What follows belongs to an exercise in optimizing a design on an open flow for a short achievable clock period and few clock cycles; a production flow would make more cautious choices.
The RTL was checked by simulation tests, not by an equivalence proof against the original design.
No activity file was given, so power comes from the tool's default toggle rates.

==> build 53: inputs <==
Design round_robin_thread_scheduler_unit, start of the top module:
module round_robin_thread_scheduler_unit #(
  parameter int THREADS    = rrts_pkg::ThreadsDef,
  parameter int COUNT_BITS = rrts_pkg::CountBitsDef
) (
  input  logic                         clk,
  input  logic                         rst_n,
  input  logic                         in_valid,
  output logic                         in_stall,
  input  logic [rrts_pkg::ReqW-1:0]    in_req_type,
  input  logic [rrts_pkg::TidW-1:0]    in_thread_id,
  output logic                         out_valid,
  input  logic                         out_stall,
  output logic [rrts_pkg::StatusW-1:0] out_status,
  output logic [rrts_pkg::TidW-1:0]    out_new_id,
  output logic [rrts_pkg::TidW-1:0]    out_running_id,
  output logic [rrts_pkg::OutCntW-1:0] out_thread_quantums,
  output logic [rrts_pkg::OutCntW-1:0] out_total_quantums
);
  localparam int IdW  = rrts_pkg::TidW;
  localparam int OutW = rrts_pkg::OutCntW;
  localparam int ResW = rrts_pkg::StatusW + 2 * IdW + 2 * OutW;
  localparam int FD   = 3;   
  function automatic logic [OutW-1:0] clip_out(input logic [COUNT_BITS-1:0] v);
    logic [COUNT_BITS-1:0] hi;
    hi = v >> OutW;
    if (hi != '0) clip_out = '1;
    else clip_out = OutW'(v);
  endfunction
  function automatic logic [COUNT_BITS-1:0] sat_inc(input logic [COUNT_BITS-1:0] v);
    if (v == '1) sat_inc = v;
    else sat_inc = v + COUNT_BITS'(1);
  endfunction
  function automatic logic [IdW-1:0] enc(input logic [THREADS-1:0] oh);
    enc = '0;
    for (int i = 0; i < THREADS; i++) begin
      if (oh[i]) enc = enc | IdW'(i);
    end
  endfunction
  logic                accept;
  logic                in_stall_r;
  logic                a_v, a_tick, a_spawn, a_term, a_block, a_resume, a_query;
  logic                a_t0, a_clr;
  logic [IdW-1:0]      a_t;
  logic [THREADS-1:0]  a_toh;
  assign accept = rst_n && in_valid && !in_stall_r;
  always_ff @(posedge clk) begin
    a_v      <= accept;
    a_tick   <= accept && (in_req_type == rrts_pkg::REQ_TICK);
    a_spawn  <= accept && (in_req_type == rrts_pkg::REQ_SPAWN);
    a_term   <= accept && (in_req_type == rrts_pkg::REQ_TERM);
    a_block  <= accept && (in_req_type == rrts_pkg::REQ_BLOCK);
  ...
Settings: LEC_CHECK=0, ABC_CLOCK_PERIOD_IN_PS=1800, CAP_MARGIN=20, CORE_MARGIN=2, CORE_UTILIZATION=40, PLACE_DENSITY=0.6, SETUP_SLACK_MARGIN=4.0, SLEW_MARGIN=20; clock period 6.0 ns.
run.sh (not shown) runs the stock make flow with config.mk's settings and CLKGATE_MAP_FILE= SYNTH_SCRIPT=/design/flow/synth_recipe.tcl, a recipe that flattens the netlist after the stock synthesis.
==> trial 34: changes against build 53 <==
==> flow/design.v (replaced) <==
package rrts_pkg;
  localparam int ThreadsDef   = 16;
  localparam int CountBitsDef = 32;
  localparam int ReqW    = 3;
  localparam int TidW    = 4;
  localparam int StatusW = 3;
  localparam int OutCntW = 32;
  typedef logic [ReqW-1:0]    req_t;
  typedef logic [StatusW-1:0] status_t;
  typedef logic [1:0]         mode_t;
  localparam req_t REQ_TICK   = 3'd0;
  localparam req_t REQ_SPAWN  = 3'd1;
  localparam req_t REQ_TERM   = 3'd2;
  localparam req_t REQ_BLOCK  = 3'd3;
  localparam req_t REQ_RESUME = 3'd4;
  localparam req_t REQ_QUERY  = 3'd5;
  localparam status_t ST_OK      = 3'd0;
  localparam status_t ST_INVALID = 3'd1;
  localparam status_t ST_FULL    = 3'd2;
  localparam status_t ST_MAIN    = 3'd3;
  localparam status_t ST_HALT    = 3'd4;
  localparam mode_t MODE_RUN     = 2'd0;
  localparam mode_t MODE_BLOCKED = 2'd1;
  localparam mode_t MODE_READY   = 2'd2;
endpackage
module round_robin_thread_scheduler_unit #(
  parameter int THREADS    = rrts_pkg::ThreadsDef,
  parameter int COUNT_BITS = rrts_pkg::CountBitsDef
) (
  input  logic                         clk,
  input  logic                         rst_n,
  input  logic                         in_valid,
  output logic                         in_stall,
  input  logic [rrts_pkg::ReqW-1:0]    in_req_type,
  input  logic [rrts_pkg::TidW-1:0]    in_thread_id,
  output logic                         out_valid,
  input  logic                         out_stall,
  output logic [rrts_pkg::StatusW-1:0] out_status,
  output logic [rrts_pkg::TidW-1:0]    out_new_id,
  output logic [rrts_pkg::TidW-1:0]    out_running_id,
  output logic [rrts_pkg::OutCntW-1:0] out_thread_quantums,
  output logic [rrts_pkg::OutCntW-1:0] out_total_quantums
);
  localparam int IdW  = rrts_pkg::TidW;
  localparam int OutW = rrts_pkg::OutCntW;
  localparam int ResW = rrts_pkg::StatusW + 2 * IdW + 2 * OutW;
  localparam int QD   = 3;   
  function automatic logic [OutW-1:0] clip_out(input logic [COUNT_BITS-1:0] v);
    logic [COUNT_BITS-1:0] hi;
    hi = v >> OutW;
    if (hi != '0) clip_out = '1;
    else clip_out = OutW'(v);
  endfunction
  function automatic logic [COUNT_BITS-1:0] sat_inc(input logic [COUNT_BITS-1:0] v);
    logic all1;
    all1 = &v;
    for (int b = 0; b < COUNT_BITS; b++) begin
      logic low1;
      low1 = 1'b1;
      for (int j = 0; j < b; j++) low1 = low1 & v[j];
      sat_inc[b] = v[b] ^ (low1 & ~all1);
    end
  endfunction
  function automatic logic [IdW-1:0] enc(input logic [THREADS-1:0] oh);
    enc = '0;
    for (int i = 0; i < THREADS; i++) begin
      if (oh[i]) enc = enc | IdW'(i);
    end
  endfunction
  logic                accept;
  logic                in_stall_r;
  logic                a_v, a_tick, a_spawn, a_term, a_block, a_resume, a_query;
  logic                a_t0, a_clr;
  logic [THREADS-1:0]  a_toh;
  assign accept = rst_n && in_valid && !in_stall_r;
  always_ff @(posedge clk) begin
    a_v      <= accept;
    a_tick   <= accept && (in_req_type == rrts_pkg::REQ_TICK);
    a_spawn  <= accept && (in_req_type == rrts_pkg::REQ_SPAWN);
    a_term   <= accept && (in_req_type == rrts_pkg::REQ_TERM);
    a_block  <= accept && (in_req_type == rrts_pkg::REQ_BLOCK);
    a_resume <= accept && (in_req_type == rrts_pkg::REQ_RESUME);
    a_query  <= accept && (in_req_type == rrts_pkg::REQ_QUERY);
    a_t0     <= (in_thread_id == '0);
    for (int i = 0; i < THREADS; i++) a_toh[i] <= (int'(in_thread_id) == i);
    a_clr    <= !rst_n || (accept && (in_req_type == rrts_pkg::REQ_TERM) && (in_thread_id == '0));
  end
  logic [THREADS-1:0]    used_r, ready_r, blk_r, cur_r;
  logic [THREADS-1:0]    used_n, ready_n, blk_n, cur_n;
  logic [THREADS-1:0]    older_r [THREADS];
  logic [THREADS-1:0]    older_n [THREADS];
  logic [COUNT_BITS-1:0] cnt_r [THREADS];
  logic [COUNT_BITS-1:0] cnt_n [THREADS];
  logic [COUNT_BITS-1:0] total_r, total_n;
  logic [IdW-1:0]        cur_id_r;
  logic                  any_ready, full;
  logic [THREADS-1:0]    head, lf, enq, go;
  logic                  t_used, t_cur;
  logic                  term_nz, block_nz, tb_nz, disp;
  rrts_pkg::status_t     b_status;
  always_comb begin
    any_ready = |ready_r;
    full      = &used_r;
    for (int i = 0; i < THREADS; i++) begin
      logic blocked_by;
      blocked_by = 1'b0;
      for (int j = 0; j < THREADS; j++) begin
        if (j < i) blocked_by = blocked_by | (ready_r[j] & older_r[j][i]);
        else if (j > i) blocked_by = blocked_by | (ready_r[j] & ~older_r[i][j]);
      end
      head[i] = ready_r[i] & ~blocked_by;
    end
    for (int i = 0; i < THREADS; i++) begin
      lf[i] = ~used_r[i];
      for (int j = 0; j < i; j++) lf[i] = lf[i] & used_r[j];
    end
    t_used = |(a_toh & used_r);
    t_cur  = |(a_toh & cur_r);
    term_nz  = a_term & ~a_t0;
    block_nz = a_block & ~a_t0;
    tb_nz    = term_nz | block_nz;
    disp     = a_tick | (tb_nz & t_cur);
    for (int i = 0; i < THREADS; i++) begin
      go[i]  = head[i] & disp;
      enq[i] = (a_tick & any_ready & cur_r[i])
             | (a_spawn & lf[i])
             | (a_resume & a_toh[i] & blk_r[i]);
      if (cur_r[i]) cur_n[i] = ~(any_ready & (a_tick | (tb_nz & a_toh[i])));
      else cur_n[i] = go[i];
      ready_n[i] = (ready_r[i] & ~go[i] & ~(tb_nz & a_toh[i])) | enq[i];
      blk_n[i]   = (blk_r[i] & ~((term_nz | a_resume) & a_toh[i]))
                 | (block_nz & a_toh[i] & used_r[i]);
      used_n[i]  = (used_r[i] & ~(term_nz & a_toh[i])) | (a_spawn & lf[i]);
      if ((term_nz & a_toh[i] & used_r[i]) | (a_spawn & lf[i])) cnt_n[i] = '0;
      else if (a_tick & cur_r[i]) cnt_n[i] = sat_inc(cnt_r[i]);
      else cnt_n[i] = cnt_r[i];
    end
    for (int x = 0; x < THREADS; x++) begin
      older_n[x] = older_r[x];
      for (int y = x + 1; y < THREADS; y++) begin
        if (enq[x]) older_n[x][y] = 1'b0;
        else if (enq[y]) older_n[x][y] = 1'b1;
      end
    end
    total_n = a_tick ? sat_inc(total_r) : total_r;
    b_status = rrts_pkg::ST_OK;
    if (a_spawn & full) b_status = rrts_pkg::ST_FULL;
    if ((a_term | a_block | a_resume | a_query) & ~t_used) b_status = rrts_pkg::ST_INVALID;
    if (a_term & a_t0) b_status = rrts_pkg::ST_HALT;
    if (a_block & a_t0) b_status = rrts_pkg::ST_MAIN;
  end
  always_ff @(posedge clk) begin
    if (a_clr) begin
      used_r  <= THREADS'(1);
      ready_r <= '0;
      blk_r   <= '0;
      cur_r   <= THREADS'(1);
      total_r <= COUNT_BITS'(1);
      for (int i = 0; i < THREADS; i++) cnt_r[i] <= (i == 0) ? COUNT_BITS'(1) : '0;
    end else begin
      used_r  <= used_n;
      ready_r <= ready_n;
      blk_r   <= blk_n;
      cur_r   <= cur_n;
      total_r <= total_n;
      for (int i = 0; i < THREADS; i++) cnt_r[i] <= cnt_n[i];
    end
  end
  always_ff @(posedge clk) begin
    for (int i = 0; i < THREADS; i++) older_r[i] <= older_n[i];
  end
  logic                  c_v;
  logic [COUNT_BITS-1:0] c_cnt;
  logic [ResW-1:0]       c_res;
  logic [IdW-1:0]        run_n;
  assign c_v = a_v;
  always_comb begin
    c_cnt = '0;
    for (int i = 0; i < THREADS; i++) begin
      if (a_toh[i]) c_cnt = c_cnt | cnt_r[i];
    end
    run_n = (any_ready & disp) ? enc(head) : cur_id_r;
    c_res = {b_status,
             (a_spawn & ~full) ? enc(lf) : IdW'(0),
             a_clr ? IdW'(0) : run_n,
             (a_query & t_used) ? clip_out(c_cnt) : OutW'(0),
             a_clr ? OutW'(1) : clip_out(total_n)};
  end
  always_ff @(posedge clk) begin
    if (a_clr) cur_id_r <= '0;
    else cur_id_r <= run_n;
  end
  logic [ResW-1:0] q_mem [QD];
  logic [QD-1:0]   q_rp, q_wp;
  logic [QD-1:0]   q_th, q_th_n;
  logic [QD-1:0]   occ_th, occ_th_n;
  logic            o_v;
  logic [ResW-1:0] o_res;
  logic            deliver, q_up, q_dn, occ_up, occ_dn;
  logic [ResW-1:0] m0, m1, x0, y;
  assign deliver = o_v && !out_stall;
  assign q_up    = c_v && !deliver;
  assign q_dn    = deliver && !c_v;
  assign occ_up  = accept && !deliver;
  assign occ_dn  = deliver && !accept;
  always_comb begin
    for (int k = 0; k < QD; k++) begin
      if (q_up) q_th_n[k] = (k == 0) ? 1'b1 : q_th[k - 1];
      else if (q_dn) q_th_n[k] = (k == QD - 1) ? 1'b0 : q_th[k + 1];
      else q_th_n[k] = q_th[k];
      if (occ_up) occ_th_n[k] = (k == 0) ? 1'b1 : occ_th[k - 1];
      else if (occ_dn) occ_th_n[k] = (k == QD - 1) ? 1'b0 : occ_th[k + 1];
      else occ_th_n[k] = occ_th[k];
    end
    m0 = '0;
    m1 = '0;
    for (int k = 0; k < QD; k++) begin
      if (q_rp[k]) m0 = m0 | q_mem[k];
      if (q_rp[(k + QD - 1) % QD]) m1 = m1 | q_mem[k];
    end
    x0 = q_th[0] ? m0 : c_res;
    y  = !o_v ? x0 : (q_th[1] ? m1 : c_res);
  end
  always_ff @(posedge clk) begin
    if (!rst_n) begin
      o_v        <= 1'b0;
      q_th       <= '0;
      q_rp       <= QD'(1);
      q_wp       <= QD'(1);
      occ_th     <= '0;
      in_stall_r <= 1'b1;
    end else begin
      o_v        <= c_v || (deliver ? q_th[1] : q_th[0]);
      q_th       <= q_th_n;
      if (deliver) q_rp <= {q_rp[QD-2:0], q_rp[QD-1]};
      if (c_v) q_wp <= {q_wp[QD-2:0], q_wp[QD-1]};
      occ_th     <= occ_th_n;
      in_stall_r <= occ_th_n[QD-1];
    end
  end
  always_ff @(posedge clk) begin
    for (int k = 0; k < QD; k++) begin
      if (c_v && q_wp[k]) q_mem[k] <= c_res;
    end
    o_res <= out_stall ? x0 : y;
  end
  assign in_stall = in_stall_r;
  assign out_valid = o_v;
  assign {out_status, out_new_id, out_running_id, out_thread_quantums, out_total_quantums} = o_res;
endmodule
CORE_UTILIZATION = 65   (was 40)
CTS_CLUSTER_DIAMETER = 80   (was default)
CTS_CLUSTER_SIZE = 24   (was default)
PLACE_DENSITY = 0.75   (was 0.6)
==> comparison table <==
quantity                                                                            trial 34     build 53
Post CTS Setup Buffer Count                                                              450          249
Synthesized area                                                                 48,330 um^2  50,340 um^2
Run status                                                         aborted with a tool error  timing/DRC/antenna clean
Last stage reached                                                            global routing            -
Number of placement rows                                                                  99          130
Sequential element share of the synthesized area                                      48.99%       49.08%
Initial standard-cell utilization of the core                                         65.90%       40.19%
EDFF count, synth                                                                        225          300
Fraction of synthesized cell area taken by the top area cell type                     35.00%       31.18%
RePlAce Congestion                                                                     1.020        1.041
Num Clock Sinks                                                                        1,070        1,084
Count of instances resized after the clock tree is built                               1,655        1,368
Proportion of synthesized area in mux cells                                          0.1243%      0.2187%
Area share of xor/xnor cells in the synthesized design                                8.355%       8.021%
Instance count after placement with tap cells included                                 6,047        7,073
Post-synthesis adder-cell area fraction                                              0.5178%      0.5618%
H-tree Lvls                                                                                2            3
Placement Cell Area                                                              50,040 um^2  52,650 um^2
Nets in the synthesized netlist                                                        5,299        5,610
Gate count of the mapped netlist                                                       5,268        5,577
Testbench counts of build 53, summed over its fixed seeds: cycles 6,424.
Testbench counts of trial 34, summed over its fixed seeds: cycles 6,416.

* * *

==> inputs of try-juniper <==
Another version of the RTL of round_robin_thread_scheduler_unit (not shown whole).
## round_robin_thread_scheduler_unit
module round_robin_thread_scheduler_unit #(
  parameter int THREADS    = rrts_pkg::ThreadsDef,
  parameter int COUNT_BITS = rrts_pkg::CountBitsDef
) (
  input  logic                         clk,
  input  logic                         rst_n,
  input  logic                         in_valid,
  output logic                         in_stall,
  input  logic [rrts_pkg::ReqW-1:0]    in_req_type,
  input  logic [rrts_pkg::TidW-1:0]    in_thread_id,
  output logic                         out_valid,
  input  logic                         out_stall,
  output logic [rrts_pkg::StatusW-1:0] out_status,
  output logic [rrts_pkg::TidW-1:0]    out_new_id,
  output logic [rrts_pkg::TidW-1:0]    out_running_id,
  output logic [rrts_pkg::OutCntW-1:0] out_thread_quantums,
  output logic [rrts_pkg::OutCntW-1:0] out_total_quantums
);
export LEC_CHECK = 0
export ABC_CLOCK_PERIOD_IN_PS = 1800
export CAP_MARGIN = 20
export CORE_MARGIN = 2
export CORE_UTILIZATION = 55
export CTS_CLUSTER_DIAMETER = 80
export CTS_CLUSTER_SIZE = 24
export PLACE_DENSITY = 0.7
export SETUP_SLACK_MARGIN = 3.7
export SLEW_MARGIN = 20
create_clock -name core_clock -period 6.0 [get_ports {clk}]
==> try-lagoon (differences from try-juniper) <==
--- a/flow/design.v
+++ b/flow/design.v
@@ -78,27 +78,28 @@
     for (int i = 0; i < THREADS; i++) begin
       if (oh[i]) enc = enc | IdW'(i);
     end
   endfunction
   logic                accept;
   logic                in_stall_r;
   logic                a_v, a_tick, a_spawn, a_term, a_block, a_resume, a_query;
-  logic [COUNT_BITS-1:0] a_cnt;
-  logic                  a_qinc, a_qrst;
+  logic [THREADS-1:0]  a_qoh;   
   logic                a_t0, a_clr;
   logic [THREADS-1:0]  a_toh;
   assign accept = rst_n && in_valid && !in_stall_r;
   always_ff @(posedge clk) begin
     a_v      <= accept;
     a_tick   <= accept && (in_req_type == rrts_pkg::REQ_TICK);
     a_spawn  <= accept && (in_req_type == rrts_pkg::REQ_SPAWN);
     a_term   <= accept && (in_req_type == rrts_pkg::REQ_TERM);
     a_block  <= accept && (in_req_type == rrts_pkg::REQ_BLOCK);
     a_resume <= accept && (in_req_type == rrts_pkg::REQ_RESUME);
     a_query  <= accept && (in_req_type == rrts_pkg::REQ_QUERY);
+    for (int i = 0; i < THREADS; i++)
+      a_qoh[i] <= accept && (in_req_type == rrts_pkg::REQ_QUERY) && (int'(in_thread_id) == i);
     a_t0     <= (in_thread_id == '0);
     for (int i = 0; i < THREADS; i++) a_toh[i] <= (int'(in_thread_id) == i);
     a_clr    <= !rst_n || (accept && (in_req_type == rrts_pkg::REQ_TERM) && (in_thread_id == '0));
   end
   logic [THREADS-1:0]    used_r, ready_r, blk_r, cur_r;
   logic [THREADS-1:0]    used_n, ready_n, blk_n, cur_n;
   logic [THREADS-1:0]    older_r [THREADS];
@@ -193,44 +194,29 @@
       for (int i = 0; i < THREADS; i++) cnt_r[i] <= cnt_n[i];
       for (int i = 0; i < THREADS; i++) cf_r[i] <= cf_n[i];
     end
   end
   always_ff @(posedge clk) begin
     for (int i = 0; i < THREADS; i++) older_r[i] <= older_n[i];
   end
-  always_ff @(posedge clk) begin
-    a_cnt  <= '0;
-    a_qinc <= 1'b0;
-    for (int i = 0; i < THREADS; i++) begin
-      if (int'(in_thread_id) == i) begin
-        a_cnt  <= cnt_r[i];
-        a_qinc <= a_tick & cur_r[i];
-      end
-    end
-    a_qrst <= a_clr;
-  end
-  logic [NC-1:0]         q_f, q_fn;
-  logic [COUNT_BITS-1:0] q_cnt, q_inc;
-  always_comb begin
-    for (int k = 0; k < NC; k++) q_f[k] = &a_cnt[k * CW +: CW];
-    {q_fn, q_inc} = step(a_cnt, q_f, 1'b1);
-    if (a_qrst) q_cnt = COUNT_BITS'(1);
-    else if (a_qinc) q_cnt = q_inc;
-    else q_cnt = a_cnt;
-  end
   logic                  c_v;
+  logic [COUNT_BITS-1:0] c_cnt;
   logic [ResW-1:0]       c_res;
   logic [IdW-1:0]        run_n;
   assign c_v = a_v;
   always_comb begin
+    c_cnt = '0;
+    for (int i = 0; i < THREADS; i++) begin
+      if (a_qoh[i] & used_r[i]) c_cnt = c_cnt | cnt_r[i];
+    end
     run_n = (any_ready & disp) ? enc(head) : cur_id_r;
     c_res = {b_status,
              (a_spawn & ~full) ? enc(lf) : IdW'(0),
              a_clr ? IdW'(0) : run_n,
-             (a_query & t_used) ? clip_out(q_cnt) : OutW'(0),
+             clip_out(c_cnt),
              a_clr ? OutW'(1) : clip_out(total_n)};
   end
   always_ff @(posedge clk) begin
     if (a_clr) cur_id_r <= '0;
     else cur_id_r <= run_n;
   end
   logic [ResW-1:0] q_mem [QD];
- CORE_UTILIZATION: 55 -> 62
- PLACE_DENSITY: 0.7 -> 0.72
- SETUP_SLACK_MARGIN: 3.7 -> 3.75
==> try-raven (differences from try-juniper) <==
- CORE_UTILIZATION: 55 -> 62
- PLACE_DENSITY: 0.7 -> 0.72
==> try-quartz (differences from try-juniper) <==
--- a/flow/design.v
+++ b/flow/design.v
@@ -47,47 +47,33 @@
   localparam int QD   = 3;   
   function automatic logic [OutW-1:0] clip_out(input logic [COUNT_BITS-1:0] v);
     logic [COUNT_BITS-1:0] hi;
     hi = v >> OutW;
     if (hi != '0) clip_out = '1;
     else clip_out = OutW'(v);
   endfunction
-  localparam int CW = (COUNT_BITS % 8 == 0) ? 8 : COUNT_BITS;
-  localparam int NC = COUNT_BITS / CW;
-  function automatic logic [NC+COUNT_BITS-1:0] step(input logic [COUNT_BITS-1:0] v,
-                                                    input logic [NC-1:0] f,
-                                                    input logic go);
-    logic [COUNT_BITS-1:0] nv;
-    logic [NC-1:0]         nf;
-    logic                  cin;
-    cin = go & ~(&f);
-    for (int k = 0; k < NC; k++) begin
-      for (int j = 0; j < CW; j++) begin
-        logic low1;
-        low1 = 1'b1;
-        for (int m = 0; m < j; m++) low1 = low1 & v[k * CW + m];
-        nv[k * CW + j] = v[k * CW + j] ^ (cin & low1);
-      end
-      if (cin) nf[k] = (v[k * CW +: CW] == {{(CW - 1){1'b1}}, 1'b0});
-      else nf[k] = (v[k * CW +: CW] == '1);
-      cin = cin & f[k];
-    end
-    step = {nf, nv};
+  function automatic logic [COUNT_BITS-1:0] sat_inc(input logic [COUNT_BITS-1:0] v);
+    logic all1;
+    all1 = &v;
+    for (int b = 0; b < COUNT_BITS; b++) begin
+      logic low1;
+      low1 = 1'b1;
+      for (int j = 0; j < b; j++) low1 = low1 & v[j];
+      sat_inc[b] = v[b] ^ (low1 & ~all1);
+    end
   endfunction
   function automatic logic [IdW-1:0] enc(input logic [THREADS-1:0] oh);
     enc = '0;
     for (int i = 0; i < THREADS; i++) begin
       if (oh[i]) enc = enc | IdW'(i);
     end
   endfunction
   logic                accept;
   logic                in_stall_r;
   logic                a_v, a_tick, a_spawn, a_term, a_block, a_resume, a_query;
-  logic [COUNT_BITS-1:0] a_cnt;
-  logic                  a_qinc, a_qrst;
   logic                a_t0, a_clr;
   logic [THREADS-1:0]  a_toh;
   assign accept = rst_n && in_valid && !in_stall_r;
   always_ff @(posedge clk) begin
     a_v      <= accept;
     a_tick   <= accept && (in_req_type == rrts_pkg::REQ_TICK);
     a_spawn  <= accept && (in_req_type == rrts_pkg::REQ_SPAWN);
@@ -101,18 +87,15 @@
   end
   logic [THREADS-1:0]    used_r, ready_r, blk_r, cur_r;
   logic [THREADS-1:0]    used_n, ready_n, blk_n, cur_n;
   logic [THREADS-1:0]    older_r [THREADS];
   logic [THREADS-1:0]    older_n [THREADS];
   logic [COUNT_BITS-1:0] cnt_r [THREADS];
   logic [COUNT_BITS-1:0] cnt_n [THREADS];
-  logic [NC-1:0]         cf_r [THREADS];
-  logic [NC-1:0]         cf_n [THREADS];
   logic [COUNT_BITS-1:0] total_r, total_n, total_p1_r;
-  logic [NC-1:0]         tf_r;
   logic [IdW-1:0]        cur_id_r;
   logic                  any_ready, full;
   logic [THREADS-1:0]    head, lf, enq, go;
   logic                  t_used, t_cur;
   logic                  term_nz, block_nz, tb_nz, disp;
   rrts_pkg::status_t     b_status;
   always_comb begin
@@ -144,23 +127,17 @@
              | (a_resume & a_toh[i] & blk_r[i]);
       if (cur_r[i]) cur_n[i] = ~(any_ready & (a_tick | (tb_nz & a_toh[i])));
       else cur_n[i] = go[i];
       ready_n[i] = (ready_r[i] & ~go[i] & ~(tb_nz & a_toh[i])) | enq[i];
       blk_n[i]   = (blk_r[i] & ~((term_nz | a_resume) & a_toh[i]))
                  | (block_nz & a_toh[i] & used_r[i]);
       used_n[i]  = (used_r[i] & ~(term_nz & a_toh[i])) | (a_spawn & lf[i]);
-      if ((term_nz & a_toh[i] & used_r[i]) | (a_spawn & lf[i])) begin
-        cnt_n[i] = '0;
-        cf_n[i]  = '0;
-      end else if (a_tick & cur_r[i]) begin
-        {cf_n[i], cnt_n[i]} = step(cnt_r[i], cf_r[i], 1'b1);
-      end else begin
-        cnt_n[i] = cnt_r[i];
-        cf_n[i]  = cf_r[i];
-      end
+      if ((term_nz & a_toh[i] & used_r[i]) | (a_spawn & lf[i])) cnt_n[i] = '0;
+      else if (a_tick & cur_r[i]) cnt_n[i] = sat_inc(cnt_r[i]);
+      else cnt_n[i] = cnt_r[i];
     end
     for (int x = 0; x < THREADS; x++) begin
       older_n[x] = older_r[x];
       for (int y = x + 1; y < THREADS; y++) begin
         if (enq[x]) older_n[x][y] = 1'b0;
         else if (enq[y]) older_n[x][y] = 1'b1;
       end
@@ -177,60 +154,42 @@
       used_r  <= THREADS'(1);
       ready_r <= '0;
       blk_r   <= '0;
       cur_r   <= THREADS'(1);
       total_r <= COUNT_BITS'(1);
       total_p1_r <= COUNT_BITS'(2);
       for (int i = 0; i < THREADS; i++) cnt_r[i] <= (i == 0) ? COUNT_BITS'(1) : '0;
-      for (int i = 0; i < THREADS; i++) cf_r[i] <= '0;
-      tf_r    <= '0;
     end else begin
       used_r  <= used_n;
       ready_r <= ready_n;
       blk_r   <= blk_n;
       cur_r   <= cur_n;
       total_r <= total_n;
-      if (a_tick) {tf_r, total_p1_r} <= step(total_p1_r, tf_r, 1'b1);
+      if (a_tick) total_p1_r <= sat_inc(total_p1_r);
       for (int i = 0; i < THREADS; i++) cnt_r[i] <= cnt_n[i];
-      for (int i = 0; i < THREADS; i++) cf_r[i] <= cf_n[i];
     end
   end
   always_ff @(posedge clk) begin
     for (int i = 0; i < THREADS; i++) older_r[i] <= older_n[i];
   end
-  always_ff @(posedge clk) begin
-    a_cnt  <= '0;
-    a_qinc <= 1'b0;
-    for (int i = 0; i < THREADS; i++) begin
-      if (int'(in_thread_id) == i) begin
-        a_cnt  <= cnt_r[i];
-        a_qinc <= a_tick & cur_r[i];
-      end
-    end
-    a_qrst <= a_clr;
-  end
-  logic [NC-1:0]         q_f, q_fn;
-  logic [COUNT_BITS-1:0] q_cnt, q_inc;
-  always_comb begin
-    for (int k = 0; k < NC; k++) q_f[k] = &a_cnt[k * CW +: CW];
-    {q_fn, q_inc} = step(a_cnt, q_f, 1'b1);
-    if (a_qrst) q_cnt = COUNT_BITS'(1);
-    else if (a_qinc) q_cnt = q_inc;
-    else q_cnt = a_cnt;
-  end
   logic                  c_v;
+  logic [COUNT_BITS-1:0] c_cnt;
   logic [ResW-1:0]       c_res;
   logic [IdW-1:0]        run_n;
   assign c_v = a_v;
   always_comb begin
+    c_cnt = '0;
+    for (int i = 0; i < THREADS; i++) begin
+      if (a_toh[i]) c_cnt = c_cnt | cnt_r[i];
+    end
     run_n = (any_ready & disp) ? enc(head) : cur_id_r;
     c_res = {b_status,
              (a_spawn & ~full) ? enc(lf) : IdW'(0),
              a_clr ? IdW'(0) : run_n,
-             (a_query & t_used) ? clip_out(q_cnt) : OutW'(0),
+             (a_query & t_used) ? clip_out(c_cnt) : OutW'(0),
              a_clr ? OutW'(1) : clip_out(total_n)};
   end
   always_ff @(posedge clk) begin
     if (a_clr) cur_id_r <= '0;
     else cur_id_r <= run_n;
   end
   logic [ResW-1:0] q_mem [QD];
- CORE_UTILIZATION: 55 -> 50
- CTS_CLUSTER_DIAMETER: 80 -> 100
- CTS_CLUSTER_SIZE: 24 -> 30
- PLACE_DENSITY: 0.7 -> 0.65
==> results.txt <==
- In try-lagoon the register-to-register slack is better than in try-quartz, by 0.02 ns.
- Between try-lagoon and try-raven, the lower critical path depth is in try-lagoon (gap 8).
- Global-route usage, lowest first: try-juniper, try-quartz, try-lagoon, try-raven.
- try-quartz produced a clean layout. try-raven passed the timing, DRC and antenna checks. try-juniper finished with timing, DRC and antenna clean. try-lagoon finished with timing, DRC and antenna clean.
- In try-juniper the hold slack is higher than in try-raven, by 0.012 ns.
- Die area: try-quartz > try-juniper > try-raven > try-lagoon.
- Of try-quartz and try-raven, try-raven has the higher sequential cell count (gap 102).
- Via count, lowest first: try-lagoon, try-quartz, try-juniper, try-raven.
- Of try-raven and try-lagoon, try-raven has the higher first-iteration DRC count (gap 10%, measured against try-lagoon).
- Against try-quartz, the setup slack of try-juniper is worse by 0.061 ns.
- Clock power, highest first: try-raven, try-juniper, try-lagoon, try-quartz.
- Utilization, highest first: try-raven, try-lagoon, try-juniper, try-quartz.
==> figures <==
quantity                                                             try-quartz                try-raven               try-lagoon              try-juniper
Buffers excl. clock                                                         313                      296                      282                      271
Clock buffer count from CTS                                                  45                       59                       57                       58
Vias in the first global route                                            39796                    42503                    40181                    42146
Mux share of post-synthesis cell area                                    0.0243                   0.0471                   0.0251                   0.0471
Endpoint type of the worst setup path                               output port                flip-flop              output port              output port
Area share of xor/xnor cells in the synthesized design                   0.0744                   0.0735                   0.0746                   0.0735
Post-synthesis sequential area ratio                                      0.481                    0.475                    0.497                    0.475
Non-Filler Instances                                                       6798                     7183                     6700                     7288
Clock share of power                                                      0.340                    0.343                    0.350                    0.342
Drt initial violations                                                     6341                     6690                     6070                     6287
Multi-input combinational cell area                                  26300 um^2               29100 um^2               26000 um^2               29100 um^2
Detail Route met3 WL                                                   18600 um                 17800 um                 19200 um                 17400 um
Post-route met1 wirelength                                             71900 um                 72800 um                 67600 um                 73400 um
Buffers plus inverters on the worst setup path                                1                        4                        1                        1
Via count                                                                 44995                    47481                    44145                    47192
P_clk                                                                   4120 uW                  4750 uW                  4600 uW                  4700 uW
Fraction of area in clock buffers and inverters                          0.0255                   0.0292                   0.0300                   0.0288
Crit path time final                                                    2.40 ns                  2.49 ns                  2.40 ns                  2.47 ns
Sequential Power Share                                                    0.625                    0.603                    0.621                    0.606
Number of vias per cell                                                    6.62                     6.61                     6.59                     6.48
Synthesized instance count                                                 5449                     5980                     5538                     5980
Vertical die dimension                                                   322 um                   303 um                   295 um                   321 um
Run status                                              complete, no violations  complete, no violations  complete, no violations  complete, no violations
Testbench counts of try-juniper, summed over its fixed seeds: cycles 6,416.
Testbench counts of try-lagoon, summed over its fixed seeds: cycles 6,416.
Testbench counts of try-raven, summed over its fixed seeds: cycles 6,416.
Testbench counts of try-quartz, summed over its fixed seeds: cycles 6,416.

==> static timing again, ports no longer ideal <==
The results above use ideal ports. As a check the final layouts listed here were re-extracted and re-timed, cells and wires unchanged. Step 1, drivers: a clkbuf_16 drives clk and a buf_2 each remaining input, both assumed. Step 2 times the ports against the registers' clock, not the clock port: input delays grow and output delays shrink by t, the midpoint of the rising clock arrivals with the driver on. Three values: no drivers, after step 1, after step 2; two values: the first two.
| run | shift t [ns] | slack for setup (ns) | hold slack, ns | worst setup path at the end |
|---|---|---|---|---|
| build 53 | 0.823 | 3.401 / 3.320 / 3.216 | 0.433 / 0.433 / 0.433 | input to register |
| try-juniper | 0.786 | 3.534 / 3.458 / 2.737 | 0.473 / 0.473 / 0.473 | input to register |
| try-lagoon | 0.758 | 3.599 / 3.524 / 3.114 | 0.481 / 0.481 / 0.481 | input to register |
| try-raven | 0.770 | 3.514 / 3.406 / 2.636 | 0.460 / 0.460 / 0.460 | input to register |
| try-quartz | 0.761 | 3.596 / 3.519 / 3.085 | 0.491 / 0.491 / 0.491 | input to register |
After both steps setup and hold are still met in every run listed. The setup slack of try-raven, which loses most, moves by -0.108 ns with the drivers and by -0.878 ns with both steps.
